Source: an optimization exercise on an open RTL-to-GDS flow (aim: small area, a short achievable clock period and few clock cycles per item). Production flows keep margins and buffers that such runs may drop.
The RTL was checked by simulation tests, not by an equivalence proof against the original design.

==> flow/design.v <==
`timescale 1ns / 1ps
package isqf_pkg;
  localparam int unsigned RADICAND_W  = 31;
  localparam int unsigned INT_ROOT_W  = 16;
  localparam int unsigned SCALED_W    = 33;
  localparam int unsigned INT_RAD_W   = 2 * INT_ROOT_W;
  localparam int unsigned SCALE_MAX_W = 34;
  localparam int unsigned SPLIT_W     = 17;
  localparam int unsigned PROD_W      = RADICAND_W + SPLIT_W;
  function automatic logic [63:0] pow10(input integer e);
    logic [63:0] r;
    integer      i;
    r = 64'd1;
    for (i = 0; i < e; i = i + 1) begin
      r = r * 64'd10;
    end
    pow10 = r;
  endfunction
endpackage
`timescale 1ns / 1ps
import isqf_pkg::*;
module integer_square_root_with_fraction #(
  parameter int unsigned FRAC_DIGITS = 5
) (
  input  logic                              clk_i,
  input  logic                              rst_ni,
  input  logic                              in_valid_i,
  output logic                              in_ready_o,
  input  logic [isqf_pkg::RADICAND_W-1:0]   in_radicand_i,
  output logic                              out_valid_o,
  input  logic                              out_ready_i,
  output logic [isqf_pkg::INT_ROOT_W-1:0]   out_int_root_o,
  output logic [isqf_pkg::SCALED_W-1:0]     out_scaled_root_o
);
  logic va, vm;
  logic [29:0] vs;
  logic o_v, k_v, o_load, inc;
  logic adv;
  logic rdy_q;   
  logic [30:0] n_a;
  assign adv        = ~k_v;
  assign o_load     = ~o_v | out_ready_i;
  assign inc        = ~k_v & vs[29];
  assign in_ready_o = rdy_q;
  always_ff @(posedge clk_i or negedge rst_ni) begin
    if (!rst_ni) begin
      rdy_q <= 1'b1;
    end else begin
      rdy_q <= o_load | ~(k_v | inc);
    end
  end
  always_ff @(posedge clk_i or negedge rst_ni) begin
    if (!rst_ni) begin
      va   <= 1'b0;
      vm   <= 1'b0;
      vs   <= '0;
    end else if (adv) begin
      va   <= in_valid_i & rdy_q;
      vm   <= va;
      vs   <= {vs[28:0], vm};
    end
  end
  logic [55:0] m_t [8];
  logic [55:0] m_s [6];
  logic [55:0] m_c [6];
  logic [55:0] ms_q, mc_q, m_d;
  logic [54:0] m_q;
  assign m_t[0] = (56'(n_a) << 23) | 56'd264;
  assign m_t[1] = 56'(n_a) << 20;
  assign m_t[2] = 56'(n_a) << 18;
  assign m_t[3] = 56'(n_a) << 16;
  assign m_t[4] = 56'(n_a) << 10;
  assign m_t[5] = (~(56'(n_a))) << 8;
  assign m_t[6] = (~(56'(n_a))) << 3;
  assign m_t[7] = 56'(n_a);
  assign m_s[0] = m_t[0] ^ m_t[1] ^ m_t[2];
  assign m_c[0] = ((m_t[0] & m_t[1]) | (m_t[0] & m_t[2]) | (m_t[1] & m_t[2])) << 1;
  assign m_s[1] = m_t[3] ^ m_t[4] ^ m_t[5];
  assign m_c[1] = ((m_t[3] & m_t[4]) | (m_t[3] & m_t[5]) | (m_t[4] & m_t[5])) << 1;
  assign m_s[2] = m_t[6] ^ m_t[7] ^ m_s[0];
  assign m_c[2] = ((m_t[6] & m_t[7]) | (m_t[6] & m_s[0]) | (m_t[7] & m_s[0])) << 1;
  assign m_s[3] = m_c[0] ^ m_s[1] ^ m_c[1];
  assign m_c[3] = ((m_c[0] & m_s[1]) | (m_c[0] & m_c[1]) | (m_s[1] & m_c[1])) << 1;
  assign m_s[4] = m_s[2] ^ m_c[2] ^ m_s[3];
  assign m_c[4] = ((m_s[2] & m_c[2]) | (m_s[2] & m_s[3]) | (m_c[2] & m_s[3])) << 1;
  assign m_s[5] = m_s[4] ^ m_c[4] ^ m_c[3];
  assign m_c[5] = ((m_s[4] & m_c[4]) | (m_s[4] & m_c[3]) | (m_c[4] & m_c[3])) << 1;
  assign m_d = ms_q + mc_q;
  assign m_q = m_d[54:0];
  always_ff @(posedge clk_i) begin
    if (adv) begin
      n_a  <= in_radicand_i;
      ms_q <= m_s[5];
      mc_q <= m_c[5];
    end
  end
  logic [1:0] s0_t0_r; logic s0_t0_g;
  assign s0_t0_g = |{1'b0, m_q[54]};
  assign s0_t0_r = {1'b0, m_q[54]} - 2'(s0_t0_g);
  logic [3:0] s0_t1_c, s0_t1_tr, s0_t1_d; logic s0_t1_g; logic [2:0] s0_t1_r; logic [1:0] s0_t1_q;
  assign s0_t1_c  = {s0_t0_r, m_q[53:52]};
  assign s0_t1_tr = 4'({s0_t0_g, 2'b01});
  assign s0_t1_d  = s0_t1_c - s0_t1_tr;
  assign s0_t1_g  = ~s0_t1_d[3];
  assign s0_t1_r  = s0_t1_g ? s0_t1_d[2:0] : s0_t1_c[2:0];
  assign s0_t1_q  = {s0_t0_g, s0_t1_g};
  logic [1:0] s0_q;
  logic [2:0] s0_r;
  logic [51:0] s0_rad;
  always_ff @(posedge clk_i) begin
    if (adv) begin
      s0_q <= s0_t1_q;
      s0_r <= s0_t1_r;
      s0_rad <= m_q[51:0];
    end
  end
  logic [4:0] s1_t0_c, s1_t0_tr, s1_t0_d; logic s1_t0_g; logic [3:0] s1_t0_r; logic [2:0] s1_t0_q;
  assign s1_t0_c  = {s0_r, s0_rad[51:50]};
  assign s1_t0_tr = 5'({s0_q, 2'b01});
  assign s1_t0_d  = s1_t0_c - s1_t0_tr;
  assign s1_t0_g  = ~s1_t0_d[4];
  assign s1_t0_r  = s1_t0_g ? s1_t0_d[3:0] : s1_t0_c[3:0];
  assign s1_t0_q  = {s0_q, s1_t0_g};
  logic [5:0] s1_t1_c, s1_t1_tr, s1_t1_d; logic s1_t1_g; logic [4:0] s1_t1_r; logic [3:0] s1_t1_q;
  assign s1_t1_c  = {s1_t0_r, s0_rad[49:48]};
  assign s1_t1_tr = 6'({s1_t0_q, 2'b01});
  assign s1_t1_d  = s1_t1_c - s1_t1_tr;
  assign s1_t1_g  = ~s1_t1_d[5];
  assign s1_t1_r  = s1_t1_g ? s1_t1_d[4:0] : s1_t1_c[4:0];
  assign s1_t1_q  = {s1_t0_q, s1_t1_g};
  logic [3:0] s1_q;
  logic [4:0] s1_r;
  logic [47:0] s1_rad;
  always_ff @(posedge clk_i) begin
    if (adv) begin
      s1_q <= s1_t1_q;
      s1_r <= s1_t1_r;
      s1_rad <= s0_rad[47:0];
    end
  end
  logic [6:0] s2_t0_c, s2_t0_tr, s2_t0_d; logic s2_t0_g; logic [5:0] s2_t0_r; logic [4:0] s2_t0_q;
  assign s2_t0_c  = {s1_r, s1_rad[47:46]};
  assign s2_t0_tr = 7'({s1_q, 2'b01});
  assign s2_t0_d  = s2_t0_c - s2_t0_tr;
  assign s2_t0_g  = ~s2_t0_d[6];
  assign s2_t0_r  = s2_t0_g ? s2_t0_d[5:0] : s2_t0_c[5:0];
  assign s2_t0_q  = {s1_q, s2_t0_g};
  logic [4:0] s2_q;
  logic [5:0] s2_r;
  logic [45:0] s2_rad;
  always_ff @(posedge clk_i) begin
    if (adv) begin
      s2_q <= s2_t0_q;
      s2_r <= s2_t0_r;
      s2_rad <= s1_rad[45:0];
    end
  end
  logic [7:0] s3_t0_c, s3_t0_tr, s3_t0_d; logic s3_t0_g; logic [6:0] s3_t0_r; logic [5:0] s3_t0_q;
  assign s3_t0_c  = {s2_r, s2_rad[45:44]};
  assign s3_t0_tr = 8'({s2_q, 2'b01});
  assign s3_t0_d  = s3_t0_c - s3_t0_tr;
  assign s3_t0_g  = ~s3_t0_d[7];
  assign s3_t0_r  = s3_t0_g ? s3_t0_d[6:0] : s3_t0_c[6:0];
  assign s3_t0_q  = {s2_q, s3_t0_g};
  logic [5:0] s3_q;
  logic [6:0] s3_r;
  logic [43:0] s3_rad;
  always_ff @(posedge clk_i) begin
    if (adv) begin
      s3_q <= s3_t0_q;
      s3_r <= s3_t0_r;
      s3_rad <= s2_rad[43:0];
    end
  end
  logic [8:0] s4_t0_c, s4_t0_tr, s4_t0_d; logic s4_t0_g; logic [7:0] s4_t0_r; logic [6:0] s4_t0_q;
  assign s4_t0_c  = {s3_r, s3_rad[43:42]};
  assign s4_t0_tr = 9'({s3_q, 2'b01});
  assign s4_t0_d  = s4_t0_c - s4_t0_tr;
  assign s4_t0_g  = ~s4_t0_d[8];
  assign s4_t0_r  = s4_t0_g ? s4_t0_d[7:0] : s4_t0_c[7:0];
  assign s4_t0_q  = {s3_q, s4_t0_g};
  logic [6:0] s4_q;
  logic [7:0] s4_r;
  logic [41:0] s4_rad;
  always_ff @(posedge clk_i) begin
    if (adv) begin
      s4_q <= s4_t0_q;
      s4_r <= s4_t0_r;
      s4_rad <= s3_rad[41:0];
    end
  end
  logic [9:0] s5_t0_c, s5_t0_tr, s5_t0_d; logic s5_t0_g; logic [8:0] s5_t0_r; logic [7:0] s5_t0_q;
  assign s5_t0_c  = {s4_r, s4_rad[41:40]};
  assign s5_t0_tr = 10'({s4_q, 2'b01});
  assign s5_t0_d  = s5_t0_c - s5_t0_tr;
  assign s5_t0_g  = ~s5_t0_d[9];
  assign s5_t0_r  = s5_t0_g ? s5_t0_d[8:0] : s5_t0_c[8:0];
  assign s5_t0_q  = {s4_q, s5_t0_g};
  logic [7:0] s5_q;
  logic [8:0] s5_r;
  logic [39:0] s5_rad;
  always_ff @(posedge clk_i) begin
    if (adv) begin
      s5_q <= s5_t0_q;
      s5_r <= s5_t0_r;
      s5_rad <= s4_rad[39:0];
    end
  end
  logic [10:0] s6_t0_c, s6_t0_tr, s6_t0_d; logic s6_t0_g; logic [9:0] s6_t0_r; logic [8:0] s6_t0_q;
  assign s6_t0_c  = {s5_r, s5_rad[39:38]};
  assign s6_t0_tr = 11'({s5_q, 2'b01});
  assign s6_t0_d  = s6_t0_c - s6_t0_tr;
  assign s6_t0_g  = ~s6_t0_d[10];
  assign s6_t0_r  = s6_t0_g ? s6_t0_d[9:0] : s6_t0_c[9:0];
  assign s6_t0_q  = {s5_q, s6_t0_g};
  logic [8:0] s6_q;
  logic [9:0] s6_r;
  logic [37:0] s6_rad;
  always_ff @(posedge clk_i) begin
    if (adv) begin
      s6_q <= s6_t0_q;
      s6_r <= s6_t0_r;
      s6_rad <= s5_rad[37:0];
    end
  end
  logic [11:0] s7_t0_c, s7_t0_tr, s7_t0_d; logic s7_t0_g; logic [10:0] s7_t0_r; logic [9:0] s7_t0_q;
  assign s7_t0_c  = {s6_r, s6_rad[37:36]};
  assign s7_t0_tr = 12'({s6_q, 2'b01});
  assign s7_t0_d  = s7_t0_c - s7_t0_tr;
  assign s7_t0_g  = ~s7_t0_d[11];
  assign s7_t0_r  = s7_t0_g ? s7_t0_d[10:0] : s7_t0_c[10:0];
  assign s7_t0_q  = {s6_q, s7_t0_g};
  logic [9:0] s7_q;
  logic [10:0] s7_r;
  logic [35:0] s7_rad;
  always_ff @(posedge clk_i) begin
    if (adv) begin
      s7_q <= s7_t0_q;
      s7_r <= s7_t0_r;
      s7_rad <= s6_rad[35:0];
    end
  end
  logic [12:0] s8_t0_c, s8_t0_tr, s8_t0_d; logic s8_t0_g; logic [11:0] s8_t0_r; logic [10:0] s8_t0_q;
  assign s8_t0_c  = {s7_r, s7_rad[35:34]};
  assign s8_t0_tr = 13'({s7_q, 2'b01});
  assign s8_t0_d  = s8_t0_c - s8_t0_tr;
  assign s8_t0_g  = ~s8_t0_d[12];
  assign s8_t0_r  = s8_t0_g ? s8_t0_d[11:0] : s8_t0_c[11:0];
  assign s8_t0_q  = {s7_q, s8_t0_g};
  logic [10:0] s8_q;
  logic [11:0] s8_r;
  logic [33:0] s8_rad;
  always_ff @(posedge clk_i) begin
    if (adv) begin
      s8_q <= s8_t0_q;
      s8_r <= s8_t0_r;
      s8_rad <= s7_rad[33:0];
    end
  end
  logic [13:0] s9_t0_c, s9_t0_tr, s9_t0_d; logic s9_t0_g; logic [12:0] s9_t0_r; logic [11:0] s9_t0_q;
  assign s9_t0_c  = {s8_r, s8_rad[33:32]};
  assign s9_t0_tr = 14'({s8_q, 2'b01});
  assign s9_t0_d  = s9_t0_c - s9_t0_tr;
  assign s9_t0_g  = ~s9_t0_d[13];
  assign s9_t0_r  = s9_t0_g ? s9_t0_d[12:0] : s9_t0_c[12:0];
  assign s9_t0_q  = {s8_q, s9_t0_g};
  logic [11:0] s9_q;
  logic [12:0] s9_r;
  logic [31:0] s9_rad;
  always_ff @(posedge clk_i) begin
    if (adv) begin
      s9_q <= s9_t0_q;
      s9_r <= s9_t0_r;
      s9_rad <= s8_rad[31:0];
    end
  end
  logic [14:0] s10_t0_c, s10_t0_tr, s10_t0_d; logic s10_t0_g; logic [13:0] s10_t0_r; logic [12:0] s10_t0_q;
  assign s10_t0_c  = {s9_r, s9_rad[31:30]};
  assign s10_t0_tr = 15'({s9_q, 2'b01});
  assign s10_t0_d  = s10_t0_c - s10_t0_tr;
  assign s10_t0_g  = ~s10_t0_d[14];
  assign s10_t0_r  = s10_t0_g ? s10_t0_d[13:0] : s10_t0_c[13:0];
  assign s10_t0_q  = {s9_q, s10_t0_g};
  logic [12:0] s10_q;
  logic [13:0] s10_r;
  logic [29:0] s10_rad;
  always_ff @(posedge clk_i) begin
    if (adv) begin
      s10_q <= s10_t0_q;
      s10_r <= s10_t0_r;
      s10_rad <= s9_rad[29:0];
    end
  end
  logic [15:0] s11_t0_c, s11_t0_tr, s11_t0_d; logic s11_t0_g; logic [14:0] s11_t0_r; logic [13:0] s11_t0_q;
  assign s11_t0_c  = {s10_r, s10_rad[29:28]};
  assign s11_t0_tr = 16'({s10_q, 2'b01});
  assign s11_t0_d  = s11_t0_c - s11_t0_tr;
  assign s11_t0_g  = ~s11_t0_d[15];
  assign s11_t0_r  = s11_t0_g ? s11_t0_d[14:0] : s11_t0_c[14:0];
  assign s11_t0_q  = {s10_q, s11_t0_g};
  logic [13:0] s11_q;
  logic [14:0] s11_r;
  logic [27:0] s11_rad;
  always_ff @(posedge clk_i) begin
    if (adv) begin
      s11_q <= s11_t0_q;
      s11_r <= s11_t0_r;
      s11_rad <= s10_rad[27:0];
    end
  end
  logic [16:0] s12_t0_c, s12_t0_tr, s12_t0_d; logic s12_t0_g; logic [15:0] s12_t0_r; logic [14:0] s12_t0_q;
  assign s12_t0_c  = {s11_r, s11_rad[27:26]};
  assign s12_t0_tr = 17'({s11_q, 2'b01});
  assign s12_t0_d  = s12_t0_c - s12_t0_tr;
  assign s12_t0_g  = ~s12_t0_d[16];
  assign s12_t0_r  = s12_t0_g ? s12_t0_d[15:0] : s12_t0_c[15:0];
  assign s12_t0_q  = {s11_q, s12_t0_g};
  logic [14:0] s12_q;
  logic [15:0] s12_r;
  logic [25:0] s12_rad;
  always_ff @(posedge clk_i) begin
    if (adv) begin
      s12_q <= s12_t0_q;
      s12_r <= s12_t0_r;
      s12_rad <= s11_rad[25:0];
    end
  end
  logic [17:0] s13_t0_c, s13_t0_tr, s13_t0_d; logic s13_t0_g; logic [16:0] s13_t0_r; logic [15:0] s13_t0_q;
  assign s13_t0_c  = {s12_r, s12_rad[25:24]};
  assign s13_t0_tr = 18'({s12_q, 2'b01});
  assign s13_t0_d  = s13_t0_c - s13_t0_tr;
  assign s13_t0_g  = ~s13_t0_d[17];
  assign s13_t0_r  = s13_t0_g ? s13_t0_d[16:0] : s13_t0_c[16:0];
  assign s13_t0_q  = {s12_q, s13_t0_g};
  logic [15:0] s13_q;
  logic [16:0] s13_r;
  logic [23:0] s13_rad;
  always_ff @(posedge clk_i) begin
    if (adv) begin
      s13_q <= s13_t0_q;
      s13_r <= s13_t0_r;
      s13_rad <= s12_rad[23:0];
    end
  end
  logic [18:0] s14_t0_c, s14_t0_tr, s14_t0_d; logic s14_t0_g; logic [17:0] s14_t0_r; logic [16:0] s14_t0_q;
  assign s14_t0_c  = {s13_r, s13_rad[23:22]};
  assign s14_t0_tr = 19'({s13_q, 2'b01});
  assign s14_t0_d  = s14_t0_c - s14_t0_tr;
  assign s14_t0_g  = ~s14_t0_d[18];
  assign s14_t0_r  = s14_t0_g ? s14_t0_d[17:0] : s14_t0_c[17:0];
  assign s14_t0_q  = {s13_q, s14_t0_g};
  logic [16:0] s14_q;
  logic [17:0] s14_r;
  logic [21:0] s14_rad;
  always_ff @(posedge clk_i) begin
    if (adv) begin
      s14_q <= s14_t0_q;
      s14_r <= s14_t0_r;
      s14_rad <= s13_rad[21:0];
    end
  end
  logic [19:0] s15_t0_c, s15_t0_tr, s15_t0_d; logic s15_t0_g; logic [18:0] s15_t0_r; logic [17:0] s15_t0_q;
  assign s15_t0_c  = {s14_r, s14_rad[21:20]};
  assign s15_t0_tr = 20'({s14_q, 2'b01});
  assign s15_t0_d  = s15_t0_c - s15_t0_tr;
  assign s15_t0_g  = ~s15_t0_d[19];
  assign s15_t0_r  = s15_t0_g ? s15_t0_d[18:0] : s15_t0_c[18:0];
  assign s15_t0_q  = {s14_q, s15_t0_g};
  logic [17:0] s15_q;
  logic [18:0] s15_r;
  logic [19:0] s15_rad;
  always_ff @(posedge clk_i) begin
    if (adv) begin
      s15_q <= s15_t0_q;
      s15_r <= s15_t0_r;
      s15_rad <= s14_rad[19:0];
    end
  end
  logic [20:0] s16_t0_c, s16_t0_tr, s16_t0_d; logic s16_t0_g; logic [19:0] s16_t0_r; logic [18:0] s16_t0_q;
  assign s16_t0_c  = {s15_r, s15_rad[19:18]};
  assign s16_t0_tr = 21'({s15_q, 2'b01});
  assign s16_t0_d  = s16_t0_c - s16_t0_tr;
  assign s16_t0_g  = ~s16_t0_d[20];
  assign s16_t0_r  = s16_t0_g ? s16_t0_d[19:0] : s16_t0_c[19:0];
  assign s16_t0_q  = {s15_q, s16_t0_g};
  logic [18:0] s16_q;
  logic [19:0] s16_r;
  logic [17:0] s16_rad;
  always_ff @(posedge clk_i) begin
    if (adv) begin
      s16_q <= s16_t0_q;
      s16_r <= s16_t0_r;
      s16_rad <= s15_rad[17:0];
    end
  end
  logic [21:0] s17_t0_c, s17_t0_tr, s17_t0_d; logic s17_t0_g; logic [20:0] s17_t0_r; logic [19:0] s17_t0_q;
  assign s17_t0_c  = {s16_r, s16_rad[17:16]};
  assign s17_t0_tr = 22'({s16_q, 2'b01});
  assign s17_t0_d  = s17_t0_c - s17_t0_tr;
  assign s17_t0_g  = ~s17_t0_d[21];
  assign s17_t0_r  = s17_t0_g ? s17_t0_d[20:0] : s17_t0_c[20:0];
  assign s17_t0_q  = {s16_q, s17_t0_g};
  logic [19:0] s17_q;
  logic [20:0] s17_r;
  logic [15:0] s17_rad;
  always_ff @(posedge clk_i) begin
    if (adv) begin
      s17_q <= s17_t0_q;
      s17_r <= s17_t0_r;
      s17_rad <= s16_rad[15:0];
    end
  end
  logic [22:0] s18_t0_c, s18_t0_tr, s18_t0_d; logic s18_t0_g; logic [21:0] s18_t0_r; logic [20:0] s18_t0_q;
  assign s18_t0_c  = {s17_r, s17_rad[15:14]};
  assign s18_t0_tr = 23'({s17_q, 2'b01});
  assign s18_t0_d  = s18_t0_c - s18_t0_tr;
  assign s18_t0_g  = ~s18_t0_d[22];
  assign s18_t0_r  = s18_t0_g ? s18_t0_d[21:0] : s18_t0_c[21:0];
  assign s18_t0_q  = {s17_q, s18_t0_g};
  logic [20:0] s18_q;
  logic [21:0] s18_r;
  logic [13:0] s18_rad;
  always_ff @(posedge clk_i) begin
    if (adv) begin
      s18_q <= s18_t0_q;
      s18_r <= s18_t0_r;
      s18_rad <= s17_rad[13:0];
    end
  end
  logic [23:0] s19_t0_c, s19_t0_tr, s19_t0_d; logic s19_t0_g; logic [22:0] s19_t0_r; logic [21:0] s19_t0_q;
  assign s19_t0_c  = {s18_r, s18_rad[13:12]};
  assign s19_t0_tr = 24'({s18_q, 2'b01});
  assign s19_t0_d  = s19_t0_c - s19_t0_tr;
  assign s19_t0_g  = ~s19_t0_d[23];
  assign s19_t0_r  = s19_t0_g ? s19_t0_d[22:0] : s19_t0_c[22:0];
  assign s19_t0_q  = {s18_q, s19_t0_g};
  logic [21:0] s19_q;
  logic [22:0] s19_r;
  logic [11:0] s19_rad;
  always_ff @(posedge clk_i) begin
    if (adv) begin
      s19_q <= s19_t0_q;
      s19_r <= s19_t0_r;
      s19_rad <= s18_rad[11:0];
    end
  end
  logic [24:0] s20_t0_c, s20_t0_tr, s20_t0_d; logic s20_t0_g; logic [23:0] s20_t0_r; logic [22:0] s20_t0_q;
  assign s20_t0_c  = {s19_r, s19_rad[11:10]};
  assign s20_t0_tr = 25'({s19_q, 2'b01});
  assign s20_t0_d  = s20_t0_c - s20_t0_tr;
  assign s20_t0_g  = ~s20_t0_d[24];
  assign s20_t0_r  = s20_t0_g ? s20_t0_d[23:0] : s20_t0_c[23:0];
  assign s20_t0_q  = {s19_q, s20_t0_g};
  logic [22:0] s20_q;
  logic [23:0] s20_r;
  logic [9:0] s20_rad;
  always_ff @(posedge clk_i) begin
    if (adv) begin
      s20_q <= s20_t0_q;
      s20_r <= s20_t0_r;
      s20_rad <= s19_rad[9:0];
    end
  end
  logic [25:0] s21_t0_c, s21_t0_tr, s21_t0_d; logic s21_t0_g; logic [24:0] s21_t0_r; logic [23:0] s21_t0_q;
  assign s21_t0_c  = {s20_r, s20_rad[9:8]};
  assign s21_t0_tr = 26'({s20_q, 2'b01});
  assign s21_t0_d  = s21_t0_c - s21_t0_tr;
  assign s21_t0_g  = ~s21_t0_d[25];
  assign s21_t0_r  = s21_t0_g ? s21_t0_d[24:0] : s21_t0_c[24:0];
  assign s21_t0_q  = {s20_q, s21_t0_g};
  logic [23:0] s21_q;
  logic [24:0] s21_r;
  logic [7:0] s21_rad;
  always_ff @(posedge clk_i) begin
    if (adv) begin
      s21_q <= s21_t0_q;
      s21_r <= s21_t0_r;
      s21_rad <= s20_rad[7:0];
    end
  end
  logic [26:0] s22_t0_c, s22_t0_tr, s22_t0_d; logic s22_t0_g; logic [25:0] s22_t0_r; logic [24:0] s22_t0_q;
  assign s22_t0_c  = {s21_r, s21_rad[7:6]};
  assign s22_t0_tr = 27'({s21_q, 2'b01});
  assign s22_t0_d  = s22_t0_c - s22_t0_tr;
  assign s22_t0_g  = ~s22_t0_d[26];
  assign s22_t0_r  = s22_t0_g ? s22_t0_d[25:0] : s22_t0_c[25:0];
  assign s22_t0_q  = {s21_q, s22_t0_g};
  logic [24:0] s22_q;
  logic [25:0] s22_r;
  logic [5:0] s22_rad;
  always_ff @(posedge clk_i) begin
    if (adv) begin
      s22_q <= s22_t0_q;
      s22_r <= s22_t0_r;
      s22_rad <= s21_rad[5:0];
    end
  end
  logic [27:0] s23_t0_c, s23_t0_tr, s23_t0_d; logic s23_t0_g; logic [26:0] s23_t0_r; logic [25:0] s23_t0_q;
  assign s23_t0_c  = {s22_r, s22_rad[5:4]};
  assign s23_t0_tr = 28'({s22_q, 2'b01});
  assign s23_t0_d  = s23_t0_c - s23_t0_tr;
  assign s23_t0_g  = ~s23_t0_d[27];
  assign s23_t0_r  = s23_t0_g ? s23_t0_d[26:0] : s23_t0_c[26:0];
  assign s23_t0_q  = {s22_q, s23_t0_g};
  logic [25:0] s23_q;
  logic [26:0] s23_r;
  logic [3:0] s23_rad;
  always_ff @(posedge clk_i) begin
    if (adv) begin
      s23_q <= s23_t0_q;
      s23_r <= s23_t0_r;
      s23_rad <= s22_rad[3:0];
    end
  end
  logic [28:0] s24_t0_c, s24_t0_tr, s24_t0_d; logic s24_t0_g; logic [27:0] s24_t0_r; logic [26:0] s24_t0_q;
  assign s24_t0_c  = {s23_r, s23_rad[3:2]};
  assign s24_t0_tr = 29'({s23_q, 2'b01});
  assign s24_t0_d  = s24_t0_c - s24_t0_tr;
  assign s24_t0_g  = ~s24_t0_d[28];
  assign s24_t0_r  = s24_t0_g ? s24_t0_d[27:0] : s24_t0_c[27:0];
  assign s24_t0_q  = {s23_q, s24_t0_g};
  logic [26:0] s24_q;
  logic [27:0] s24_r;
  logic [1:0] s24_rad;
  always_ff @(posedge clk_i) begin
    if (adv) begin
      s24_q <= s24_t0_q;
      s24_r <= s24_t0_r;
      s24_rad <= s23_rad[1:0];
    end
  end
  logic [29:0] s25_t0_c, s25_t0_tr, s25_t0_d; logic s25_t0_g; logic [28:0] s25_t0_r; logic [27:0] s25_t0_q;
  assign s25_t0_c  = {s24_r, s24_rad[1:0]};
  assign s25_t0_tr = 30'({s24_q, 2'b01});
  assign s25_t0_d  = s25_t0_c - s25_t0_tr;
  assign s25_t0_g  = ~s25_t0_d[29];
  assign s25_t0_r  = s25_t0_g ? s25_t0_d[28:0] : s25_t0_c[28:0];
  assign s25_t0_q  = {s24_q, s25_t0_g};
  logic [27:0] s25_q;
  logic [28:0] s25_r;
  always_ff @(posedge clk_i) begin
    if (adv) begin
      s25_q <= s25_t0_q;
      s25_r <= s25_t0_r;
    end
  end
  logic [30:0] s26_t0_c, s26_t0_tr, s26_t0_d; logic s26_t0_g; logic [29:0] s26_t0_r; logic [28:0] s26_t0_q;
  assign s26_t0_c  = {s25_r, 2'b00};
  assign s26_t0_tr = 31'({s25_q, 2'b01});
  assign s26_t0_d  = s26_t0_c - s26_t0_tr;
  assign s26_t0_g  = ~s26_t0_d[30];
  assign s26_t0_r  = s26_t0_g ? s26_t0_d[29:0] : s26_t0_c[29:0];
  assign s26_t0_q  = {s25_q, s26_t0_g};
  logic [12:0] s26_v13_x; logic s26_v13_g; logic [11:0] s26_v13_r;
  assign s26_v13_x = s25_q[27:15];
  assign s26_v13_g = (s26_v13_x >= 13'd3125);
  assign s26_v13_r = 12'(s26_v13_g ? (s26_v13_x - 13'd3125) : s26_v13_x);
  logic [28:0] s26_q;
  logic [29:0] s26_r;
  logic [11:0] s26_dr; logic [0:0] s26_dq;
  always_ff @(posedge clk_i) begin
    if (adv) begin
      s26_q <= s26_t0_q;
      s26_r <= s26_t0_r;
      s26_dr <= s26_v13_r;
      s26_dq <= s26_v13_g;
    end
  end
  logic [31:0] s27_t0_c, s27_t0_tr, s27_t0_d; logic s27_t0_g; logic [30:0] s27_t0_r; logic [29:0] s27_t0_q;
  assign s27_t0_c  = {s26_r, 2'b00};
  assign s27_t0_tr = 32'({s26_q, 2'b01});
  assign s27_t0_d  = s27_t0_c - s27_t0_tr;
  assign s27_t0_g  = ~s27_t0_d[31];
  assign s27_t0_r  = s27_t0_g ? s27_t0_d[30:0] : s27_t0_c[30:0];
  assign s27_t0_q  = {s26_q, s27_t0_g};
  logic [13:0] s27_v15_x; logic [14:0] s27_v15_d1, s27_v15_d2, s27_v15_d3; logic [1:0] s27_v15_g; logic [11:0] s27_v15_r; logic [2:0] s27_v15_q;
  assign s27_v15_x  = {s26_dr, s26_q[15:14]};
  assign s27_v15_d1 = 15'(s27_v15_x) - 15'd3125;
  assign s27_v15_d2 = 15'(s27_v15_x) - 15'd6250;
  assign s27_v15_d3 = 15'(s27_v15_x) - 15'd9375;
  assign s27_v15_g  = !s27_v15_d3[14] ? 2'd3 : !s27_v15_d2[14] ? 2'd2 : !s27_v15_d1[14] ? 2'd1 : 2'd0;
  assign s27_v15_r  = 12'(!s27_v15_d3[14] ? s27_v15_d3 : !s27_v15_d2[14] ? s27_v15_d2 : !s27_v15_d1[14] ? s27_v15_d1 : 15'(s27_v15_x));
  assign s27_v15_q  = {s26_dq, s27_v15_g};
  logic [13:0] s27_v17_x; logic [14:0] s27_v17_d1, s27_v17_d2, s27_v17_d3; logic [1:0] s27_v17_g; logic [11:0] s27_v17_r; logic [4:0] s27_v17_q;
  assign s27_v17_x  = {s27_v15_r, s26_q[13:12]};
  assign s27_v17_d1 = 15'(s27_v17_x) - 15'd3125;
  assign s27_v17_d2 = 15'(s27_v17_x) - 15'd6250;
  assign s27_v17_d3 = 15'(s27_v17_x) - 15'd9375;
  assign s27_v17_g  = !s27_v17_d3[14] ? 2'd3 : !s27_v17_d2[14] ? 2'd2 : !s27_v17_d1[14] ? 2'd1 : 2'd0;
  assign s27_v17_r  = 12'(!s27_v17_d3[14] ? s27_v17_d3 : !s27_v17_d2[14] ? s27_v17_d2 : !s27_v17_d1[14] ? s27_v17_d1 : 15'(s27_v17_x));
  assign s27_v17_q  = {s27_v15_q, s27_v17_g};
  logic [29:0] s27_q;
  logic [30:0] s27_r;
  logic [11:0] s27_dr; logic [4:0] s27_dq;
  always_ff @(posedge clk_i) begin
    if (adv) begin
      s27_q <= s27_t0_q;
      s27_r <= s27_t0_r;
      s27_dr <= s27_v17_r;
      s27_dq <= s27_v17_q;
    end
  end
  logic [32:0] s28_t0_c, s28_t0_tr, s28_t0_d; logic s28_t0_g; logic [31:0] s28_t0_r; logic [30:0] s28_t0_q;
  assign s28_t0_c  = {s27_r, 2'b00};
  assign s28_t0_tr = 33'({s27_q, 2'b01});
  assign s28_t0_d  = s28_t0_c - s28_t0_tr;
  assign s28_t0_g  = ~s28_t0_d[32];
  assign s28_t0_r  = s28_t0_g ? s28_t0_d[31:0] : s28_t0_c[31:0];
  assign s28_t0_q  = {s27_q, s28_t0_g};
  logic [13:0] s28_v19_x; logic [14:0] s28_v19_d1, s28_v19_d2, s28_v19_d3; logic [1:0] s28_v19_g; logic [11:0] s28_v19_r; logic [6:0] s28_v19_q;
  assign s28_v19_x  = {s27_dr, s27_q[12:11]};
  assign s28_v19_d1 = 15'(s28_v19_x) - 15'd3125;
  assign s28_v19_d2 = 15'(s28_v19_x) - 15'd6250;
  assign s28_v19_d3 = 15'(s28_v19_x) - 15'd9375;
  assign s28_v19_g  = !s28_v19_d3[14] ? 2'd3 : !s28_v19_d2[14] ? 2'd2 : !s28_v19_d1[14] ? 2'd1 : 2'd0;
  assign s28_v19_r  = 12'(!s28_v19_d3[14] ? s28_v19_d3 : !s28_v19_d2[14] ? s28_v19_d2 : !s28_v19_d1[14] ? s28_v19_d1 : 15'(s28_v19_x));
  assign s28_v19_q  = {s27_dq, s28_v19_g};
  logic [13:0] s28_v21_x; logic [14:0] s28_v21_d1, s28_v21_d2, s28_v21_d3; logic [1:0] s28_v21_g; logic [11:0] s28_v21_r; logic [8:0] s28_v21_q;
  assign s28_v21_x  = {s28_v19_r, s27_q[10:9]};
  assign s28_v21_d1 = 15'(s28_v21_x) - 15'd3125;
  assign s28_v21_d2 = 15'(s28_v21_x) - 15'd6250;
  assign s28_v21_d3 = 15'(s28_v21_x) - 15'd9375;
  assign s28_v21_g  = !s28_v21_d3[14] ? 2'd3 : !s28_v21_d2[14] ? 2'd2 : !s28_v21_d1[14] ? 2'd1 : 2'd0;
  assign s28_v21_r  = 12'(!s28_v21_d3[14] ? s28_v21_d3 : !s28_v21_d2[14] ? s28_v21_d2 : !s28_v21_d1[14] ? s28_v21_d1 : 15'(s28_v21_x));
  assign s28_v21_q  = {s28_v19_q, s28_v21_g};
  logic [30:0] s28_q;
  logic [31:0] s28_r;
  logic [11:0] s28_dr; logic [8:0] s28_dq;
  always_ff @(posedge clk_i) begin
    if (adv) begin
      s28_q <= s28_t0_q;
      s28_r <= s28_t0_r;
      s28_dr <= s28_v21_r;
      s28_dq <= s28_v21_q;
    end
  end
  logic [33:0] s29_t0_c, s29_t0_tr, s29_t0_d; logic s29_t0_g; logic [32:0] s29_t0_r; logic [31:0] s29_t0_q;
  assign s29_t0_c  = {s28_r, 2'b00};
  assign s29_t0_tr = 34'({s28_q, 2'b01});
  assign s29_t0_d  = s29_t0_c - s29_t0_tr;
  assign s29_t0_g  = ~s29_t0_d[33];
  assign s29_t0_r  = s29_t0_g ? s29_t0_d[32:0] : s29_t0_c[32:0];
  assign s29_t0_q  = {s28_q, s29_t0_g};
  logic [13:0] s29_v23_x; logic [14:0] s29_v23_d1, s29_v23_d2, s29_v23_d3; logic [1:0] s29_v23_g; logic [11:0] s29_v23_r; logic [10:0] s29_v23_q;
  assign s29_v23_x  = {s28_dr, s28_q[9:8]};
  assign s29_v23_d1 = 15'(s29_v23_x) - 15'd3125;
  assign s29_v23_d2 = 15'(s29_v23_x) - 15'd6250;
  assign s29_v23_d3 = 15'(s29_v23_x) - 15'd9375;
  assign s29_v23_g  = !s29_v23_d3[14] ? 2'd3 : !s29_v23_d2[14] ? 2'd2 : !s29_v23_d1[14] ? 2'd1 : 2'd0;
  assign s29_v23_r  = 12'(!s29_v23_d3[14] ? s29_v23_d3 : !s29_v23_d2[14] ? s29_v23_d2 : !s29_v23_d1[14] ? s29_v23_d1 : 15'(s29_v23_x));
  assign s29_v23_q  = {s28_dq, s29_v23_g};
  logic [13:0] s29_v25_x; logic [14:0] s29_v25_d1, s29_v25_d2, s29_v25_d3; logic [1:0] s29_v25_g; logic [11:0] s29_v25_r; logic [12:0] s29_v25_q;
  assign s29_v25_x  = {s29_v23_r, s28_q[7:6]};
  assign s29_v25_d1 = 15'(s29_v25_x) - 15'd3125;
  assign s29_v25_d2 = 15'(s29_v25_x) - 15'd6250;
  assign s29_v25_d3 = 15'(s29_v25_x) - 15'd9375;
  assign s29_v25_g  = !s29_v25_d3[14] ? 2'd3 : !s29_v25_d2[14] ? 2'd2 : !s29_v25_d1[14] ? 2'd1 : 2'd0;
  assign s29_v25_r  = 12'(!s29_v25_d3[14] ? s29_v25_d3 : !s29_v25_d2[14] ? s29_v25_d2 : !s29_v25_d1[14] ? s29_v25_d1 : 15'(s29_v25_x));
  assign s29_v25_q  = {s29_v23_q, s29_v25_g};
  logic [31:0] s29_q;
  logic [32:0] s29_r;
  logic [11:0] s29_dr; logic [12:0] s29_dq;
  always_ff @(posedge clk_i) begin
    if (adv) begin
      s29_q <= s29_t0_q;
      s29_r <= s29_t0_r;
      s29_dr <= s29_v25_r;
      s29_dq <= s29_v25_q;
    end
  end
  logic [34:0] s30_t0_c, s30_t0_tr, s30_t0_d; logic s30_t0_g; logic [33:0] s30_t0_r; logic [32:0] s30_t0_q;
  assign s30_t0_c  = {s29_r, 2'b00};
  assign s30_t0_tr = 35'({s29_q, 2'b01});
  assign s30_t0_d  = s30_t0_c - s30_t0_tr;
  assign s30_t0_g  = ~s30_t0_d[34];
  assign s30_t0_r  = s30_t0_g ? s30_t0_d[33:0] : s30_t0_c[33:0];
  assign s30_t0_q  = {s29_q, s30_t0_g};
  logic [13:0] s30_v27_x; logic [14:0] s30_v27_d1, s30_v27_d2, s30_v27_d3; logic [1:0] s30_v27_g; logic [11:0] s30_v27_r; logic [14:0] s30_v27_q;
  assign s30_v27_x  = {s29_dr, s29_q[6:5]};
  assign s30_v27_d1 = 15'(s30_v27_x) - 15'd3125;
  assign s30_v27_d2 = 15'(s30_v27_x) - 15'd6250;
  assign s30_v27_d3 = 15'(s30_v27_x) - 15'd9375;
  assign s30_v27_g  = !s30_v27_d3[14] ? 2'd3 : !s30_v27_d2[14] ? 2'd2 : !s30_v27_d1[14] ? 2'd1 : 2'd0;
  assign s30_v27_r  = 12'(!s30_v27_d3[14] ? s30_v27_d3 : !s30_v27_d2[14] ? s30_v27_d2 : !s30_v27_d1[14] ? s30_v27_d1 : 15'(s30_v27_x));
  assign s30_v27_q  = {s29_dq, s30_v27_g};
  logic [12:0] s30_v28_x; logic s30_v28_g; logic [11:0] s30_v28_r; logic [15:0] s30_v28_q;
  assign s30_v28_x = {s30_v27_r, s29_q[4]};
  assign s30_v28_g = (s30_v28_x >= 13'd3125);
  assign s30_v28_r = 12'(s30_v28_g ? (s30_v28_x - 13'd3125) : s30_v28_x);
  assign s30_v28_q = {s30_v27_q, s30_v28_g};
  logic [32:0] s30_q;
  logic [11:0] s30_dr; logic [15:0] s30_dq;
  logic [32:0] k_q; logic [15:0] k_dq;
  always_ff @(posedge clk_i or negedge rst_ni) begin
    if (!rst_ni) begin
      o_v <= 1'b0;
      k_v <= 1'b0;
    end else if (o_load) begin
      o_v <= k_v | inc;
      k_v <= 1'b0;
    end else if (inc) begin
      k_v <= 1'b1;
    end
  end
  always_ff @(posedge clk_i) begin
    if (o_load) begin
      s30_q  <= k_v ? k_q : s30_t0_q;
      s30_dq <= k_v ? k_dq : s30_v28_q;
    end
    if (!k_v) begin
      k_q  <= s30_t0_q;
      k_dq <= s30_v28_q;
    end
  end
  assign out_valid_o       = o_v;
  assign out_scaled_root_o = s30_q;
  assign out_int_root_o    = s30_dq;
endmodule
==> flow/run.sh <==
#!/bin/bash
# synth_recipe.tcl (not shown) runs the flow's synth.tcl, then flattens the netlist and writes it again
# the make line also repeats each setting of config.mk as NAME=value (left out here)
make -C /OpenROAD-flow-scripts/flow DESIGN_CONFIG=/design/flow/config.mk WORK_HOME=/design/flow/orfs CLKGATE_MAP_FILE= SYNTH_SCRIPT=/design/flow/synth_recipe.tcl finish
==> flow/config.mk <==
export PLATFORM = sky130hd
export DESIGN_NAME = integer_square_root_with_fraction
export DESIGN_NICKNAME = integer_square_root_with_fraction
export VERILOG_FILES = /design/flow/design.v
export SDC_FILE = /design/flow/constraint.sdc
export NUM_CORES = 4
export LEC_CHECK = 0
export ABC_AREA = 1
export CAP_MARGIN = 20
export CORE_MARGIN = 2
export CORE_UTILIZATION = 55
export CTS_CLUSTER_DIAMETER = 60
export CTS_CLUSTER_SIZE = 30
export PLACE_DENSITY = 0.68
export SETUP_SLACK_MARGIN = 4.9
export SLEW_MARGIN = 20
==> flow/constraint.sdc <==
create_clock -name core_clock -period 8.0 [get_ports {clk_i}]
set_input_delay 1.6000 -clock core_clock [delete_from_list [all_inputs] [get_ports {clk_i}]]
set_output_delay 1.6000 -clock core_clock [all_outputs]
set_load 0.01 [all_outputs]
==> flow_summary.json, run 1 <==
{
  "dpl.hpwl_um": 181000,
  "clk_latency_ns": 0.83,
  "synth_nets": 11500,
  "layout.nets": 12100,
  "yosysWarnings": 4,
  "die_h_um": 452,
  "numCtsBuffers": 160,
  "yosysTopAreaCellShare": 0.540,
  "yosysSeqAreaShare": 0.557,
  "grt_usage": 0.241,
  "die_w_um": 452,
  "drc_errors": 0,
  "io_buffer_count": 85,
  "wl_per_cell_um": 18.3,
  "hp-class": "flop to flop",
  "ys_types": 71,
  "ys.flop_type": "edfxtp_1",
  "dr.pass1.iters": 6,
  "crit_fanout": 3,
  "grt_max_degree": 180,
  "finalHoldViolations": 0,
  "mostFrequentLayoutCells": "2,025 x nand2_1, 1,986 x edfxtp_1, 1,367 x inv_1",
  "dpl_cell_area_mm2": 0.114,
  "arrival_ns": 3.67,
  "period_needed_ns": 3.11,
  "async_flop_share": 0.0169,
  "drive_gt1_frac": 0.140,
  "vias": 76000,
  "status": "no timing/DRC/antenna violations",
  "viasPerCell": 5.44,
  "rsz0062_at_grt": "yes",
  "utilization": 0.640,
  "first_global_vias": 73200,
  "fin_area_mm2": 0.128,
  "clock_path_buffers": 3,
  "syn-mean-instance-area_um2": 10.4,
  "start_kind": "flop",
  "slew_headroom": 0.281,
  "path_clk_slew_ns": 0.10,
  "finalSetupViolCount": 0,
  "maxCapViolCount": 0,
  "tritoncts": "built",
  "fin_crit_sh": 0.389,
  "fmaxAchievable_ghz": 0.322,
  "detail-route-antenna-nets": 0,
  "synth_area_leaders": "edfxtp_1 54%, ha_1 7.9%, nand2_1 7.6%, inv_1 4.8%, a21oi_1 3.8%",
  "cts_sinks": 2070,
  "htreeDepth": 4,
  "tns_ns": 0,
  "coreArea_mm2": 0.200,
  "slew_viol_final": 0,
  "final_common_cell": "nand2_1",
  "antenna_found_initial": 2,
  "grt_first_pass_wirelength_um": 393000,
  "rows": 164,
  "ios": 86,
  "grt_overflow_total": 0,
  "tightest_slew_ns": 1.08,
  "finalClockSkew_ns": 0.0448,
  "cp-end-kind": "flop",
  "synth-edff-count": 1986,
  "synth_area_mm2": 0.110,
  "syn_inst": 10600,
  "root_buffer": "clkbuf_16",
  "dr.first_iter.drc_count": 6070,
  "worstPathRequired_ns": 8.56,
  "place.gp.congestion": 0.917,
  "synth-seq-cells": 2070,
  "dieArea_mm2": 0.204,
  "wl_um": 255000,
  "worstSetupPathType": "flop to flop",
  "syn2layout_area_growth_pct": 15.8,
  "synth_top_area_cell": "edfxtp_1",
  "start_util": 0.553
}
Yosys cell counts, types with 6 or more instances:
master     instances
buf_6             17
a21oi_2            6
a21boi_0          25
o31ai_1           15
nand2_1         2231
nand4_1           57
nor2_1           615
buf_2             26
nand2_4           11
xor2_1           384
o21ai_1           60
o21ai_0          645
fa_1             178
a21o_1            44
or2_2             16
nand3b_1          15
buf_4             26
o211ai_1          19
nand2_2           59
clkinv_1           8
edfxtp_1        1986
inv_2             29
a21oi_1          839
dfrtp_1           34
nand3_1          316
o2111ai_1          7
o21a_1            25
o21ai_2            6
clkbuf_1          93
xnor2_1          264
o221ai_1          10
dfxtp_1           49
inv_1           1417
nor4_1            18
ha_1             697
nor3_1            76
and2_1             7
a221oi_1           7
o21bai_1          51
a211oi_1          20
a31oi_1           83
nor2_2            17
final timing paths:
check / from / to / slack [ns] / cells after the start
worst min-delay path: s5_rad[14] / s6_rad[14] / 0.40 / 0
min in group asynchronous: rst_ni / vs[17] / 1.19 / 2
worst max register to register: n_a[6] / ms_q[26] / 4.89 / 8
worst max-delay path: n_a[6] / ms_q[26] / 4.89 / 8
max in group asynchronous: rst_ni / k_v / 6.47 / 2
worst min register to register: s5_rad[14] / s6_rad[14] / 0.40 / 0
routing by layer:
metal  wire length [um]  share of wire  global-route usage
met5                 17       0.000067                   0
met2             126000           0.49               0.418
met4              10500          0.041              0.0928
met3              10200          0.040              0.0279
met1             108000           0.42               0.310
sequential cells by signal, summed over array words and instances, names as in the netlist, 31 cells and up:
name and flops:
ms_q 55, s28_r 31, s5_rad 40, s2_rad 46, k_q 33, s6_rad 38, s4_rad 42, s9_rad 32
mc_q 49, s7_rad 36, s28_q 31, s29_q 32, s8_rad 34, n_a 31, s30_q 33, s0_rad 52
s1_rad 48, s29_r 32, s3_rad 44
repair_timing:
item                                    CTS  global route
cloned                                   15            19
hold endpoints to repair                  0             0
gates resized for setup                 551           679
endpoints found under the setup margin  853           592
buffers inserted                        227           217
pin swaps                                79           244
hold buffers                              0             0
per-stage QoR:
| stage | cells | worst slack [ns] | hold slack (ns) |
|---|---|---|---|
| after global placement | 13200 | 3.73 | 0.400 |
| after global routing | 14000 | 4.77 | 0.412 |
| final | 14000 | 4.89 | 0.403 |
| after floorplan | 10600 | 2.31 | 0.400 |
| after detailed placement | 13200 | 3.61 | 0.405 |
| after CTS | 13700 | 4.86 | 0.399 |
worst max-delay path, cell delays in order (launching register included):
cell	delay [ns]
edfxtp_1	0.45
buf_6	0.17
buf_4	0.13
fa_1	0.49
inv_1	0.05
fa_1	0.46
fa_1	0.55
inv_1	0.06
fa_1	0.47
cell families (layout without fill, tap and decap cells):
kind of cell / count (synthesis) / in the layout / synth area share
AOI/OAI and AO/OA: 1887 / 1887 / 0.0933
buffers and inverters: 1624 / 2345 / 0.0577
other: 0 / 4 / 0
xor gates and xnor gates: 650 / 650 / 0.0517
DFF: 2070 / 2070 / 0.557
and+or+nand+nor: 3465 / 3481 / 0.129
adders and majority gates: 875 / 875 / 0.111
area by class of cell:
type                    instances  area [um^2]
clock buffers                 166         4080
flip-flops and latches       2070        61500
repair buffers                581         5100
inverters                    1458         5680
repair inverters                8         61.3
clock inverters               132         1980
fillers                     15500        71900
well taps                    2656         3320
diodes                          4         10.0
multi-input cells            6893        46100
Testbench counts, summed over its fixed seeds: cycles 8,264, items 8,000.
==> inputs of run 2 (changes only) <==
--- a/flow/config.mk
+++ b/flow/config.mk
@@ -10,6 +10,4 @@
 export CORE_MARGIN = 2
 export CORE_UTILIZATION = 55
-export CTS_CLUSTER_DIAMETER = 60
-export CTS_CLUSTER_SIZE = 30
 export PLACE_DENSITY = 0.68
 export SETUP_SLACK_MARGIN = 4.9
==> flow_summary.json, run 2 <==
{
  "synth_top_area_cell": "edfxtp_1",
  "io_buffer_count": 85,
  "worst-path-stages": 1,
  "fin_crit_sh": 0.383,
  "largest_reg_flops": 55,
  "maxCapViolCount": 0,
  "worstSetupPathType": "flop to output port",
  "regArea_mm2": 0.0615,
  "finalSetupViolCount": 0,
  "rsz0062_at_grt": "yes",
  "vias": 76200,
  "grt_max_degree": 180,
  "die_w_um": 452,
  "cp_cell_sequence": "buf_6",
  "yosysWarnings": 4,
  "path_clk_slew_ns": 0.06,
  "rows": 164,
  "coreArea_mm2": 0.200,
  "drc_errors": 0,
  "tightest_slew_ns": 1.06,
  "synth.most_common_cell": "nand2_1",
  "ys_top_cells_by_count": "2,231 x nand2_1, 1,986 x edfxtp_1, 1,417 x inv_1, 839 x a21oi_1, 697 x ha_1",
  "syn-mean-instance-area_um2": 10.4,
  "antenna_found_initial": 1,
  "syn2layout_area_growth_pct": 16.3,
  "dr.pass1.iters": 6,
  "crit_buf_inv": 1,
  "async_flop_share": 0.0169,
  "place.gp.congestion": 0.917,
  "slowest_delay_ns": 0.54,
  "start_util": 0.553,
  "finalClockSkew_ns": 0.0783,
  "drive_gt1_frac": 0.139,
  "grt_first_pass_wirelength_um": 396000,
  "clk_latency_ns": 0.88,
  "dieArea_mm2": 0.204,
  "synth_nets": 11500,
  "start_kind": "flop",
  "yosysTopAreaCellShare": 0.540,
  "root_buffer": "clkbuf_16",
  "syn_inst": 10600,
  "ys_types": 71,
  "utilization": 0.643,
  "status": "no timing/DRC/antenna violations",
  "detail-route-antenna-nets": 0,
  "numCtsBuffers": 215,
  "hp-class": "flop to flop",
  "ios": 86,
  "synth-seq-cells": 2070,
  "yosysSeqAreaShare": 0.557,
  "cts_sinks": 2070,
  "synth_area_leaders": "edfxtp_1 54%, ha_1 7.9%, nand2_1 7.6%, inv_1 4.8%, a21oi_1 3.8%",
  "tritoncts": "built",
  "holdPathStages": 0,
  "htreeDepth": 4,
  "fmaxAchievable_ghz": 0.327,
  "period_needed_ns": 3.06,
  "grt_overflow_total": 0,
  "hold_slack_ns": 0.403,
  "viasPerCell": 5.42,
  "rr_worst_depth": 24,
  "slew_headroom": 0.291,
  "wl_per_cell_um": 18.3,
  "worstPathRequired_ns": 6.40,
  "synth_area_mm2": 0.110,
  "final_common_cell": "nand2_1",
  "ys.flop_type": "edfxtp_1",
  "crit_family": "flip-flops",
  "regMostFlops": "ms_q",
  "dr.first_iter.drc_count": 5738,
  "clock_path_buffers": 3,
  "multiInputGateArea_mm2": 0.0457,
  "die_h_um": 452,
  "slew_viol_final": 0,
  "hold_buffers": 0,
  "nFillCells": 15500,
  "reg_top3": "ms_q: 55 flops, s0_rad: 52 flops, mc_q: 49 flops",
  "grt_usage": 0.243,
  "dpl.hpwl_um": 181000,
  "mostFrequentLayoutCells": "2,050 x nand2_1, 1,986 x edfxtp_1, 1,374 x inv_1",
  "finalHoldViolations": 0,
  "layout.nets": 12100,
  "cp-end-kind": "output port",
  "first_global_vias": 73600,
  "tns_ns": 0,
  "crit_fanout": 2,
  "crit_slowest_cell": "dfstp_2",
  "wl_um": 257000,
  "synth-edff-count": 1986,
  "arrival_ns": 1.46
}
## run 2: final timing paths
| kind | startpoint | endpoint | slack, ns |
|---|---|---|---|
| worst min-delay path | s6_rad[17] | s7_rad[17] | 0.40 |
| worst min register to register | s6_rad[17] | s7_rad[17] | 0.40 |
| min in group asynchronous | rst_ni | vs[12] | 1.18 |
| worst max-delay path | rdy_q | in_ready_o | 4.94 |
| worst max register to register | s26_q[15] | s27_dr[1] | 4.94 |
| max in group asynchronous | rst_ni | k_v | 6.48 |
## run 2: routing by layer
layer	GRT usage	wire, um
met2	0.419	127000
met3	0.0301	10300
met1	0.311	109000
met4	0.0988	11200
met5	0	0
## run 2: cell type report
type / instances / area share
clock inverter: 141 / 0.0125
antenna: 4 / 0.0000779
timing repair buffer: 569 / 0.0381
timing repair inverter: 9 / 0.000565
multi-input combinational: 6891 / 0.356
clock buffer: 263 / 0.0435
tap: 2656 / 0.0259
sequential: 2070 / 0.479
inverter: 1458 / 0.0443
## run 2: logic make-up (layout without fill, tap and decap cells)
logic type | Yosys count | count (layout) | synth area share
fa+ha+maj | 875 | 875 | 0.111
xor+xnor | 650 | 650 | 0.0517
buf+inv | 1624 | 2440 | 0.0577
simple gates | 3465 | 3479 | 0.129
flops | 2070 | 2070 | 0.557
other cells | 0 | 4 | 0
compound gates | 1887 | 1887 | 0.0933
## run 2: repair_timing
action | in CTS | in global routing
cloned | 16 | 17
gates resized for setup | 542 | 642
setup buffers | 197 | 236
endpoints found under the setup margin | 778 | 529
pin swaps | 71 | 221
## run 2: metrics by stage
| step | cells | area (um^2) | setup slack [ns] |
|---|---|---|---|
| 2_1_floorplan | 10600 | 110000 | 2.31 |
| 3_3_place_gp | 13200 | 114000 | 3.73 |
| 3_5_place_dp | 13200 | 114000 | 3.61 |
| 4_1_cts | 13800 | 124000 | 4.86 |
| 5_1_grt | 14100 | 128000 | 4.80 |
| 6_report | 14100 | 128000 | 4.94 |
==> inputs of run 3 (changes only) <==
--- a/flow/config.mk
+++ b/flow/config.mk
@@ -11,4 +11,4 @@
 export CORE_UTILIZATION = 55
 export PLACE_DENSITY = 0.68
-export SETUP_SLACK_MARGIN = 4.9
+export SETUP_SLACK_MARGIN = 4.6
 export SLEW_MARGIN = 20
==> flow_summary.json, run 3 <==
{
  "clock_path_buffers": 3,
  "drc_errors": 0,
  "yosysSeqAreaShare": 0.557,
  "die_w_um": 452,
  "synth-seq-cells": 2070,
  "rr_worst_depth": 6,
  "layout.cells.non_filler": 13800,
  "holdPathEnd": "s11_rad[3]",
  "largest_reg_flops": 55,
  "io_buffer_count": 85,
  "nFillCells": 16000,
  "reg_top3": "ms_q: 55 flops, s0_rad: 52 flops, mc_q: 49 flops",
  "cp-end-kind": "output port",
  "grt_overflow_total": 0,
  "detail-route-antenna-nets": 0,
  "cts_sinks": 2070,
  "layout.nets": 11800,
  "arrival_ns": 1.71,
  "yosysTopAreaCellShare": 0.540,
  "mostFrequentLayoutCells": "2,183 x nand2_1, 1,986 x edfxtp_1, 1,402 x inv_1",
  "yosysWarnings": 4,
  "synth_top_area_cell": "edfxtp_1",
  "timing.rr.end": "ms_q[26]",
  "vias": 74100,
  "synth.most_common_cell": "nand2_1",
  "start_util": 0.553,
  "slew_viol_final": 0,
  "coreArea_mm2": 0.200,
  "async_flop_share": 0.0169,
  "cp_cell_sequence": "clkdlybuf4s50_1",
  "dieArea_mm2": 0.204,
  "dr.first_iter.drc_count": 5734,
  "die_h_um": 452,
  "reg2reg_from": "n_a[10]",
  "crit_family": "buffers and inverters",
  "fmaxAchievable_ghz": 0.302,
  "syn2layout_area_growth_pct": 12.0,
  "first_global_vias": 72000,
  "fin_crit_sh": 0.414,
  "antenna_found_initial": 1,
  "synth_nets": 11500,
  "place_inst": 13200,
  "clk_latency_ns": 0.88,
  "grt_first_pass_wirelength_um": 387000,
  "reg2reg_slack_ns": 4.69,
  "syn_inst": 10600,
  "numCtsBuffers": 215,
  "crit_slowest_cell": "clkdlybuf4s50_1",
  "synth_area_mm2": 0.110,
  "worstSetupPathType": "flop to output port",
  "rsz0062_at_grt": "yes",
  "start_kind": "flop",
  "hold_buffers": 0,
  "wl_um": 246000,
  "synth_area_leaders": "edfxtp_1 54%, ha_1 7.9%, nand2_1 7.6%, inv_1 4.8%, a21oi_1 3.8%",
  "regMostFlops": "ms_q",
  "tritoncts": "built",
  "path_clk_slew_ns": 0.06,
  "dr.pass1.iters": 6,
  "finalClockSkew_ns": 0.0839,
  "wl_per_cell_um": 17.9,
  "ys.flop_type": "edfxtp_1",
  "synth-edff-count": 1986,
  "finalHoldViolations": 0,
  "slew_headroom": 0.275,
  "htreeDepth": 4,
  "rows": 164,
  "slowest_delay_ns": 0.53,
  "worstHoldStart": "s10_rad[3]",
  "holdPathStages": 0,
  "ys_types": 71,
  "place.gp.congestion": 0.917,
  "hp-class": "flop to flop",
  "syn-mean-instance-area_um2": 10.4,
  "maxCapViolCount": 0,
  "crit_buf_inv": 1,
  "final_common_cell": "nand2_1",
  "viasPerCell": 5.38,
  "worstPathRequired_ns": 6.40,
  "root_buffer": "clkbuf_16",
  "drive_gt1_frac": 0.0766,
  "tightest_slew_ns": 1.09,
  "status": "no timing/DRC/antenna violations",
  "finalSetupViolCount": 0,
  "ys_top_cells_by_count": "2,231 x nand2_1, 1,986 x edfxtp_1, 1,417 x inv_1, 839 x a21oi_1, 697 x ha_1",
  "period_needed_ns": 3.31,
  "dpl.hpwl_um": 181000,
  "tns_ns": 0,
  "ios": 86,
  "grt_max_degree": 181,
  "grt_usage": 0.238,
  "crit_fanout": 1
}
run 3: cell counts after synthesis:
Identical to the previous run, type by type.
run 3: metal layers:
layer / GRT usage / vias to the layer above / part of all wire
li1: - / 36600 / -
met1: 0.307 / 35200 / 0.43
met2: 0.408 / 1712 / 0.49
met3: 0.0295 / 476 / 0.039
met4: 0.0918 / 0 / 0.040
met5: 0 / - / 0
run 3: repair_timing:
item                       CTS  global route
pin swaps                    6            40
cloned                       3             8
setup endpoints to repair  331           412
buffers inserted            39           118
gates resized for setup    134           181
run 3: worst max path at each step:
stage | start | slack (ns) | cells past startpoint | end
2_1_floorplan | k_v | 2.31 | 2 | mc_q[10]
4_1_cts | s11_q[1] | 4.57 | 11 | s12_r[14]
5_1_grt | s26_q[15] | 4.52 | 24 | s27_dr[2]
3_3_place_gp | s23_q[1] | 3.73 | 12 | s24_r[7]
3_5_place_dp | s23_r[1] | 3.61 | 11 | s24_r[5]
6_report | s30_q[16] | 4.69 | 1 | out_scaled_root_o[16]
run 3: cells by family after synthesis:
| logic type | synth area share |
|---|---|
| simple gates | 0.129 |
| flops | 0.557 |
| compound gates | 0.0933 |
| buf+inv | 0.0577 |
| fa+ha+maj | 0.111 |
| xor+xnor | 0.0517 |
run 3: worst register-to-register path, stage by stage (launching register included):
cell and delay, ns:
edfxtp_1 0.68, inv_1 0.26, fa_1 0.63, fa_1 0.45, fa_1 0.50, inv_1 0.06
fa_1 0.47
run 3: area by class of cell:
cell class / instances / area [um^2] / area share
flip-flops and latches: 2070 / 61500 / 0.498
well taps: 2656 / 3320 / 0.0269
diodes: 3 / 7.51 / 0.0000607
clock buffers: 263 / 5590 / 0.0452
repair buffers: 284 / 2560 / 0.0207
multi-input cells: 6881 / 43400 / 0.351
repair inverters: 6 / 40.0 / 0.000324
inverters: 1458 / 5600 / 0.0453
clock inverters: 141 / 1610 / 0.0130
run 3: metrics by stage:
step	util	setup WS, ns	area [um^2]	hold slack (ns)
after floorplan	-	2.31	110000	0.400
after global placement	0.572	3.73	114000	0.400
after detailed placement	0.572	3.61	114000	0.405
after CTS	0.611	4.57	122000	0.389
after global routing	0.619	4.52	124000	0.400
final	0.619	4.69	124000	0.402
==> inputs of run 4 (changes only) <==
--- a/flow/config.mk
+++ b/flow/config.mk
@@ -11,4 +11,4 @@
 export CORE_UTILIZATION = 55
 export PLACE_DENSITY = 0.68
-export SETUP_SLACK_MARGIN = 4.6
+export SETUP_SLACK_MARGIN = 4.75
 export SLEW_MARGIN = 20
==> flow_summary.json, run 4 <==
{
  "coreArea_mm2": 0.200,
  "synth_nets": 11500,
  "yosysTopAreaCellShare": 0.540,
  "syn-mean-instance-area_um2": 10.4,
  "rsz0062_at_grt": "yes",
  "hold_buffers": 0,
  "finalClockSkew_ns": 0.0787,
  "clk_latency_ns": 0.87,
  "finalSetupViolCount": 0,
  "wl_um": 250000,
  "yosysSeqAreaShare": 0.557,
  "rows": 164,
  "regMostFlops": "ms_q",
  "status": "no timing/DRC/antenna violations",
  "fmaxAchievable_ghz": 0.313,
  "reg_top3": "ms_q: 55 flops, s0_rad: 52 flops, mc_q: 49 flops",
  "async_flop_share": 0.0169,
  "fin_crit_sh": 0.399,
  "dieArea_mm2": 0.204,
  "grt_first_pass_wirelength_um": 390000,
  "crit_slowest_cell": "a31oi_2",
  "grt_usage": 0.240,
  "antenna_found_initial": 1,
  "grt_max_degree": 181,
  "worstSetupPathType": "flop to flop",
  "viasPerCell": 5.39,
  "ios": 86,
  "synth_area_mm2": 0.110,
  "layout.nets": 11900,
  "maxCapViolCount": 0,
  "dr.first_iter.drc_count": 5745,
  "cp_cell_sequence": "ha_1 > a21oi_1 > o21ai_0 > nand2_1 > nand2_1 > a31oi_2 > inv_1 > nand2_1 > nand2_1 > nand3_1 > nand3_1 > xor2_1 > ha_1 > a22oi_1",
  "final_common_cell": "nand2_1",
  "first_global_vias": 72600,
  "synth_area_leaders": "edfxtp_1 54%, ha_1 7.9%, nand2_1 7.6%, inv_1 4.8%, a21oi_1 3.8%",
  "setup_slack_ns": 4.81,
  "worstPathRequired_ns": 8.72,
  "post-place-ws_ns": 3.61,
  "root_buffer": "clkbuf_16",
  "die_w_um": 452,
  "slowest_delay_ns": 0.40,
  "mostFrequentLayoutCells": "2,143 x nand2_1, 1,986 x edfxtp_1, 1,397 x inv_1",
  "place.gp.congestion": 0.917,
  "crit_fanout": 4,
  "ys_types": 71,
  "finalHoldViolations": 0,
  "cp_common_cell": "nand2_1",
  "htreeDepth": 4,
  "start_util": 0.553,
  "numCtsBuffers": 215,
  "tritoncts": "built",
  "die_h_um": 452,
  "synth_top_area_cell": "edfxtp_1",
  "arrival_ns": 3.91,
  "vias": 74800,
  "period_needed_ns": 3.19,
  "tightest_slew_ns": 1.05,
  "tns_ns": 0,
  "synth-seq-cells": 2070,
  "synth.most_common_cell": "nand2_1",
  "clock_path_buffers": 3,
  "crit_buf_inv": 1,
  "cts_sinks": 2070,
  "grt_overflow_total": 0,
  "syn_inst": 10600,
  "cp-end-kind": "flop",
  "crit_family": "compound AO/OA/AOI/OAI gates",
  "start_kind": "flop",
  "syn2layout_area_growth_pct": 13.5,
  "detail-route-antenna-nets": 0,
  "path_clk_slew_ns": 0.06,
  "drive_gt1_frac": 0.0966,
  "ys.flop_type": "edfxtp_1",
  "drc_errors": 0,
  "slew_headroom": 0.302,
  "synth-edff-count": 1986,
  "yosysWarnings": 4,
  "dr.pass1.iters": 6,
  "io_buffer_count": 85,
  "dpl.hpwl_um": 181000,
  "wl_per_cell_um": 18.0,
  "ys_top_cells_by_count": "2,231 x nand2_1, 1,986 x edfxtp_1, 1,417 x inv_1, 839 x a21oi_1, 697 x ha_1",
  "slew_viol_final": 0,
  "nFillCells": 15800,
  "hp-class": "flop to flop",
  "largest_reg_flops": 55
}
-- run 4: cell families (layout without fill, tap and decap cells) --
kind of cell,count (synthesis),count (layout),share of synthesized area
flops,2070,2070,0.557
simple gates,3465,3473,0.129
other cells,0,3,0
fa+ha+maj,875,875,0.111
xor+xnor,650,650,0.0517
compound gates,1887,1887,0.0933
buf+inv,1624,2265,0.0577
-- run 4: worst paths after layout --
kind                       cells past startpoint    endpoint  slack [ns]       start
min in group asynchronous                      2      vs[12]        1.18      rst_ni
max in group asynchronous                      2         k_v        6.47      rst_ni
setup / recovery                              14     s0_r[1]        4.81    ms_q[12]
hold / removal                                 0  s13_rad[5]        0.40  s12_rad[5]
hold reg to reg                                0  s13_rad[5]        0.40  s12_rad[5]
setup reg to reg                              14     s0_r[1]        4.81    ms_q[12]
-- run 4: worst register-to-register path, delay by kind of cell, from the launching register on --
family / cells / cell delay, ns
AND/OR/NAND/NOR: 6 / 0.63
AO/OA/AOI/OAI: 4 / 0.98
XOR/XNOR: 1 / 0.29
flip-flops: 1 / 0.37
adder cells (fa/ha/maj): 2 / 0.65
buffers and inverters: 1 / 0.14
-- run 4: through the flow --
stage,cells,instance area [um^2],utilization,hold WS [ns]
2_1_floorplan,10600,110000,-,0.400
3_3_place_gp,13200,114000,0.572,0.400
3_5_place_dp,13200,114000,0.572,0.405
4_1_cts,13700,123000,0.615,0.389
5_1_grt,13900,125000,0.628,0.400
6_report,13900,125000,0.628,0.401
-- run 4: cell type report --
| class | instances | area, um^2 | share of cell area |
|---|---|---|---|
| Antenna cell | 3 | 7.51 | 0.0000599 |
| Clock buffer | 263 | 5590 | 0.0446 |
| Clock inverter | 141 | 1610 | 0.0129 |
| Inverter | 1458 | 5660 | 0.0451 |
| Multi-Input combinational cell | 6885 | 44100 | 0.352 |
| Sequential cell | 2070 | 61500 | 0.491 |
| Tap cell | 2656 | 3320 | 0.0265 |
| Timing Repair Buffer | 395 | 3460 | 0.0276 |
| Timing Repair inverter | 8 | 62.6 | 0.000499 |
-- run 4: timing repair --
action	CTS	global route
buffers inserted	102	164
endpoints found under the setup margin	483	719
cloned	7	12
pin swaps	24	86
gates resized for setup	267	313
-- run 4: routing by layer --
metal / GRT usage / up-vias / part of all wire
met4: 0.0997 / 0 / 0.043
met3: 0.0297 / 510 / 0.040
met5: 0 / - / 0
met2: 0.410 / 1770 / 0.49
met1: 0.308 / 35700 / 0.43
li1: - / 36900 / -

static timing again, ports no longer ideal:
How much do the figures lean on ideal ports? The routed layouts below were timed once more, with nothing changed but the port constraints.
Step 1, drivers: a clkbuf_16 drives clk_i and a buf_2 each remaining input, both assumed.
Step 2 adds t to the input delays and takes it off the output delays; t is the mean of the earliest and latest rising clock arrival at the registers after step 1. Input paths then give back, and output paths get back, about the clock's delay inside the block.
a / b / c = ideal / step 1 / step 2; a / b = the first two.
run	t, ns	setup slack, ns	latest minus earliest clock arrival (ns)
run 1	0.903	4.890 / 4.859 / 4.790	0.065 / 0.065
run 2	0.929	4.938 / 4.850 / 4.784	0.089 / 0.088
run 3	0.928	4.687 / 4.599 / 4.691	0.085 / 0.085
run 4	0.925	4.807 / 4.770 / 4.788	0.086 / 0.086
After both steps every run listed still meets setup and hold. For run 2, which loses most, drivers alone change the setup slack by -0.088 ns; drivers and shift together by -0.154 ns.
